Context: an optimization exercise on an open-source flow, tuned for small area, a short achievable clock period and few clock cycles per item. The choices shown serve that exercise and are no tape-out recipe.
Only simulation tests tie the RTL to the original design; equivalence was not proved.

==> v26: inputs <==
## aes_dec_top
module aes_dec_top (
    input  logic        clk,
    input  logic        rst_n,
    input  logic        avs_read_i,
    input  logic        avs_write_i,
    input  logic [3:0]  avs_address_i,
    input  logic [31:0] avs_writedata_i,
    output logic [31:0] avs_readdata_o,
    output logic        avs_waitrequest_o
);
make LEC_CHECK=0 CAP_MARGIN=20 CORE_MARGIN=2 CORE_UTILIZATION=30 CTS_BUF_LIST=sky130_fd_sc_hd__clkbuf_8 CTS_CLUSTER_SIZE=30 PLACE_DENSITY=0.8 SETUP_SLACK_MARGIN=1.5 SLEW_MARGIN=20 SYNTH_HIERARCHICAL=1 finish   # period 9.0 ns
run.sh (not shown) runs the stock make flow with config.mk's settings and CLKGATE_MAP_FILE= SYNTH_SCRIPT=/design/flow/synth_recipe.tcl, a recipe that flattens the netlist after the stock synthesis.
==> v5: changes against v26 <==
--- a/flow/design.v
+++ b/flow/design.v
@@ -27,17 +27,16 @@
     input  logic [3:0]   avs_address_i,
     input  logic [31:0]  avs_writedata_i,
     input  logic         decrypt_busy_i,
     input  logic         key_ready_i,
     input  logic [127:0] plaintext_i,
     output logic [31:0]  avs_readdata_o,
     output logic         avs_waitrequest_o,
     output logic         expand_start_o,
-    output logic         key_write_o,
     output logic         decrypt_start_o,
     output logic [127:0] cipher_key_o,
     output logic [127:0] ciphertext_o
 );
     function automatic logic [7:0] get_byte(input logic [127:0] b, input integer n);
         get_byte = b[8*(15-n) +: 8];
     endfunction
     function automatic logic [31:0] get_word(input logic [127:0] b, input integer k);
@@ -67,22 +66,21 @@
     logic [127:0] key_q;
     logic [127:0] ct_q;
     assign addr    = avs_address_i;
     assign sel_key = (addr[3:2] == 2'd0);
     assign sel_ct  = (addr[3:2] == 2'd1);
     assign sel_exp = (addr == 4'(8));
     assign sel_dec = (addr == 4'(9));
     assign avs_waitrequest_o = (avs_read_i  && sel_key && decrypt_busy_i) ||
-                               (avs_write_i && (sel_key || sel_exp) && decrypt_busy_i) ||
+                               (avs_write_i && sel_exp && decrypt_busy_i) ||
                                (avs_write_i && sel_dec && !key_ready_i);
     assign wr_acc          = avs_write_i && !avs_waitrequest_o;
     assign expand_start_o  = wr_acc && sel_exp;
     assign decrypt_start_o = wr_acc && sel_dec;
-    assign key_write_o     = wr_acc && sel_key;
     always_ff @(posedge clk) begin
         for (int k = 0; k < 4; k++) begin
             for (int i = 0; i < 4; i++) begin
                 if (wr_acc && sel_key && addr[1:0] == 2'(k)) begin
                     key_q[8*(15-(k+4*i)) +: 8] <= avs_writedata_i[8*i +: 8];
                 end
                 if (wr_acc && sel_ct && addr[1:0] == 2'(k)) begin
                     ct_q[8*(15-(k+4*i)) +: 8] <= avs_writedata_i[8*i +: 8];
@@ -101,17 +99,16 @@
 endmodule
 `timescale 1ns/1ps
 module aes_key_expand (
     input  logic         clk,
     input  logic         rst_n,
     input  logic         expand_start_i,
     input  logic         decrypt_start_i,
     input  logic         decrypt_busy_i,
-    input  logic         key_write_i,
     input  logic [127:0] cipher_key_i,
     output logic         key_ready_o,
     output logic         last_round_o,
     output logic [127:0] whiten_key_o,
     output logic [127:0] round_key_o
 );
     function automatic logic [7:0] get_byte(input logic [127:0] b, input integer n);
         get_byte = b[8*(15-n) +: 8];
@@ -132,84 +129,66 @@
             4'd9:    rcon = 8'h1b;
             4'd10:   rcon = 8'h36;
             default: rcon = 8'h00;
         endcase
     endfunction
     localparam logic [3:0] LAST_IDX = 4'(10);
     logic [127:0] rk_q;      
     logic [3:0]   idx_q;
-    logic         clean_q;   
+    logic [31:0]  sub_q;     
     logic         walk;      
-    logic         last;      
-    logic         fast;      
-    logic         fwd;       
-    logic         fwd_q;     
-    logic         fast_q;    
     logic         step_back;
-    logic         busy_d;
-    logic [3:0]   idx_d;
-    logic         clean_d;
-    logic [31:0]  k0, k1, k2, k3p;
-    logic [31:0]  sub_in;
+    logic [31:0]  k0, k1, k2, k3;
     logic [31:0]  sub;
-    logic [31:0]  t;
-    logic [127:0] nxt_key;
-    assign {k0, k1, k2, k3p} = rk_q;
+    logic [31:0]  w0;
+    logic [127:0] fwd_key;
+    logic [127:0] bwd_key;
+    assign {k0, k1, k2, k3} = rk_q;
     assign walk      = !decrypt_busy_i && (idx_q != LAST_IDX);
-    assign last      = decrypt_busy_i && (idx_q == 4'd1);
-    assign fast      = last && clean_q;
-    assign fwd       = walk || fast;
     assign step_back = decrypt_start_i || (decrypt_busy_i && idx_q != 4'd1);
-    assign sub_in = fwd_q ? (k2 ^ k3p) : k3p;
     for (genvar i = 0; i < 4; i++) begin : g_sbox
-        aes_sbox u_sbox (.x(sub_in[8*((i+3)%4) +: 8]), .y(sub[8*i +: 8]));
+        aes_sbox u_sbox (.x(sub_q[8*((i+3)%4) +: 8]), .y(sub[8*i +: 8]));
     end
-    assign t = k0 ^ sub ^ {rcon(fwd_q ? idx_q + 4'd1 : idx_q), 24'h000000};
-    assign nxt_key = {t,
-                      k1 ^ (fwd ? t : k0),
-                      k1 ^ k2 ^ (fwd ? t : 32'h0),
-                      k2 ^ k3p ^ (fwd ? 32'h0 : k1)};
-    always_comb begin
-        if (expand_start_i) begin
-            idx_d = 4'd0;
-        end else if (step_back) begin
-            idx_d = idx_q - 4'd1;
-        end else if (fwd) begin
-            idx_d = idx_q + 4'd1;
-        end else begin
-            idx_d = idx_q;
-        end
-    end
-    assign clean_d = expand_start_i || (clean_q && !key_write_i);
-    assign busy_d = decrypt_start_i || (decrypt_busy_i && !last);
+    assign w0      = k0 ^ sub ^ {rcon(walk ? idx_q + 4'd1 : idx_q), 24'h000000};
+    assign fwd_key = {w0, k1 ^ w0, k2 ^ k1 ^ w0, k3 ^ k2 ^ k1 ^ w0};
+    assign bwd_key = {w0, k0 ^ k1, k1 ^ k2, k2 ^ k3};
     always_ff @(posedge clk) begin
         if (!rst_n) begin
-            idx_q   <= LAST_IDX;
-            clean_q <= 1'b0;
-            fwd_q   <= 1'b0;
-            fast_q  <= 1'b0;
-        end else begin
-            idx_q   <= idx_d;
-            clean_q <= clean_d;
-            fwd_q   <= (!busy_d && idx_d != LAST_IDX) || (busy_d && idx_d == 4'd1 && clean_d);
-            fast_q  <= busy_d && idx_d == 4'd1 && clean_d;
+            idx_q <= LAST_IDX;
+        end else if (expand_start_i) begin
+            idx_q <= 4'd0;
+        end else if (step_back) begin
+            idx_q <= idx_q - 4'd1;
+        end else if (walk) begin
+            idx_q <= idx_q + 4'd1;
         end
     end
     always_ff @(posedge clk) begin
         if (expand_start_i) begin
-            rk_q <= {cipher_key_i[127:32], cipher_key_i[63:32] ^ cipher_key_i[31:0]};
-        end else if (step_back || fwd) begin
-            rk_q <= nxt_key;
+            rk_q  <= cipher_key_i;
+            sub_q <= cipher_key_i[31:0];
+        end else if (step_back) begin
+            rk_q  <= bwd_key;
+            sub_q <= k3 ^ k1;                  
+        end else if (decrypt_busy_i) begin
+            sub_q <= k3;                       
+        end else if (walk) begin
+            rk_q  <= fwd_key;
+            if (idx_q == LAST_IDX - 4'd1) begin
+                sub_q <= k3;                   
+            end else begin
+                sub_q <= fwd_key[31:0];
+            end
         end
     end
     assign key_ready_o  = (idx_q == LAST_IDX) && !decrypt_busy_i;
     assign last_round_o = (idx_q == 4'd1);
-    assign whiten_key_o = {k0, k1, k2, k2 ^ k3p};
-    assign round_key_o  = {fast_q ? cipher_key_i[127:96] : t, k0 ^ k1, k1 ^ k2, k3p};
+    assign whiten_key_o = rk_q;
+    assign round_key_o  = bwd_key;
 endmodule
 `timescale 1ns/1ps
 module aes_dec_core (
     input  logic         clk,
     input  logic         rst_n,
     input  logic         decrypt_start_i,
     input  logic         last_round_i,
     input  logic [127:0] ciphertext_i,
@@ -848,17 +827,16 @@
     input  logic        avs_read_i,
     input  logic        avs_write_i,
     input  logic [3:0]  avs_address_i,
     input  logic [31:0] avs_writedata_i,
     output logic [31:0] avs_readdata_o,
     output logic        avs_waitrequest_o
 );
     logic         expand_start;
-    logic         key_write;
     logic         decrypt_start;
     logic         decrypt_busy;
     logic         key_ready;
     logic         last_round;
     logic [127:0] cipher_key;
     logic [127:0] ciphertext;
     logic [127:0] plaintext;
     logic [127:0] whiten_key;
@@ -870,28 +848,26 @@
         .avs_address_i     (avs_address_i),
         .avs_writedata_i   (avs_writedata_i),
         .decrypt_busy_i    (decrypt_busy),
         .key_ready_i       (key_ready),
         .plaintext_i       (plaintext),
         .avs_readdata_o    (avs_readdata_o),
         .avs_waitrequest_o (avs_waitrequest_o),
         .expand_start_o    (expand_start),
-        .key_write_o       (key_write),
         .decrypt_start_o   (decrypt_start),
         .cipher_key_o      (cipher_key),
         .ciphertext_o      (ciphertext)
     );
     aes_key_expand i_aes_key_expand (
         .clk             (clk),
         .rst_n           (rst_n),
         .expand_start_i  (expand_start),
         .decrypt_start_i (decrypt_start),
         .decrypt_busy_i  (decrypt_busy),
-        .key_write_i     (key_write),
         .cipher_key_i    (cipher_key),
         .key_ready_o     (key_ready),
         .last_round_o    (last_round),
         .whiten_key_o    (whiten_key),
         .round_key_o     (round_key)
     );
     aes_dec_core i_aes_dec_core (
         .clk             (clk),
CTS_BUF_LIST = unset   (was sky130_fd_sc_hd__clkbuf_8)
CTS_CLUSTER_SIZE = unset   (was 30)
PLACE_DENSITY = unset   (was 0.8)
SETUP_SLACK_MARGIN = 0.7   (was 1.5)
==> qor summary <==
item	v5	v26
Status	finished clean	finished clean
Netlist Area Pre-Place	55000 µm²	53500 µm²
Via count normalized by instance count	4.71	4.78
Number of antenna violations at the first check in global routing	10	20
Global Route Usage Sum	19.0%	17.7%
Weighted congestion reported at the end of routability-driven placement	0.980	0.999
Clock Network Area Fraction	3.81%	2.96%
DRT Wirelength	182 mm	167 mm
Area of all sequential standard cells	16400 µm²	15500 µm²
Clock latency at the later pin of the worst-skew pair	0.67 ns	0.74 ns
Non-clock buffer count	156	143
NumNets Final	5571	5461
Number of sequential cells in the layout	549	520
Width of the die	432 µm	426 µm
Comb_multi_in	4744	4647
Total non-filler cell area in the finished layout	59200 µm²	59300 µm²
Testbench counts of v26, summed over its fixed seeds: cycles 18,222, blocks 895.
Testbench counts of v5, summed over its fixed seeds: cycles 18,925, blocks 895.

afterwards: timing with drivers on the ports:
In the flow no input, the clock included, has a driving cell. The finished layouts below were timed again as built, in two steps. Step 1 assumes that a clkbuf_16 drives the clock port and a buf_2 every other input. Step 2 moves the port delays by t, midway between the first and last clock arrival at a register: inputs arrive t later, outputs are due t later. That takes back most of the time a late clock gives input paths. Three values: ideal ports, drivers, drivers and shift; two values: the first two.
run	t, ns	setup WS [ns]	worst setup path after step 2	clock arrival spread, ns	worst slew at a driven data input, ns
v26	0.801	1.743 / 1.743 / 1.743	register to register	0.047 / 0.046	0.14
v5	0.722	1.088 / 1.088 / 1.088	register to register	0.044 / 0.045	0.10
After both steps every run listed still meets setup and hold.
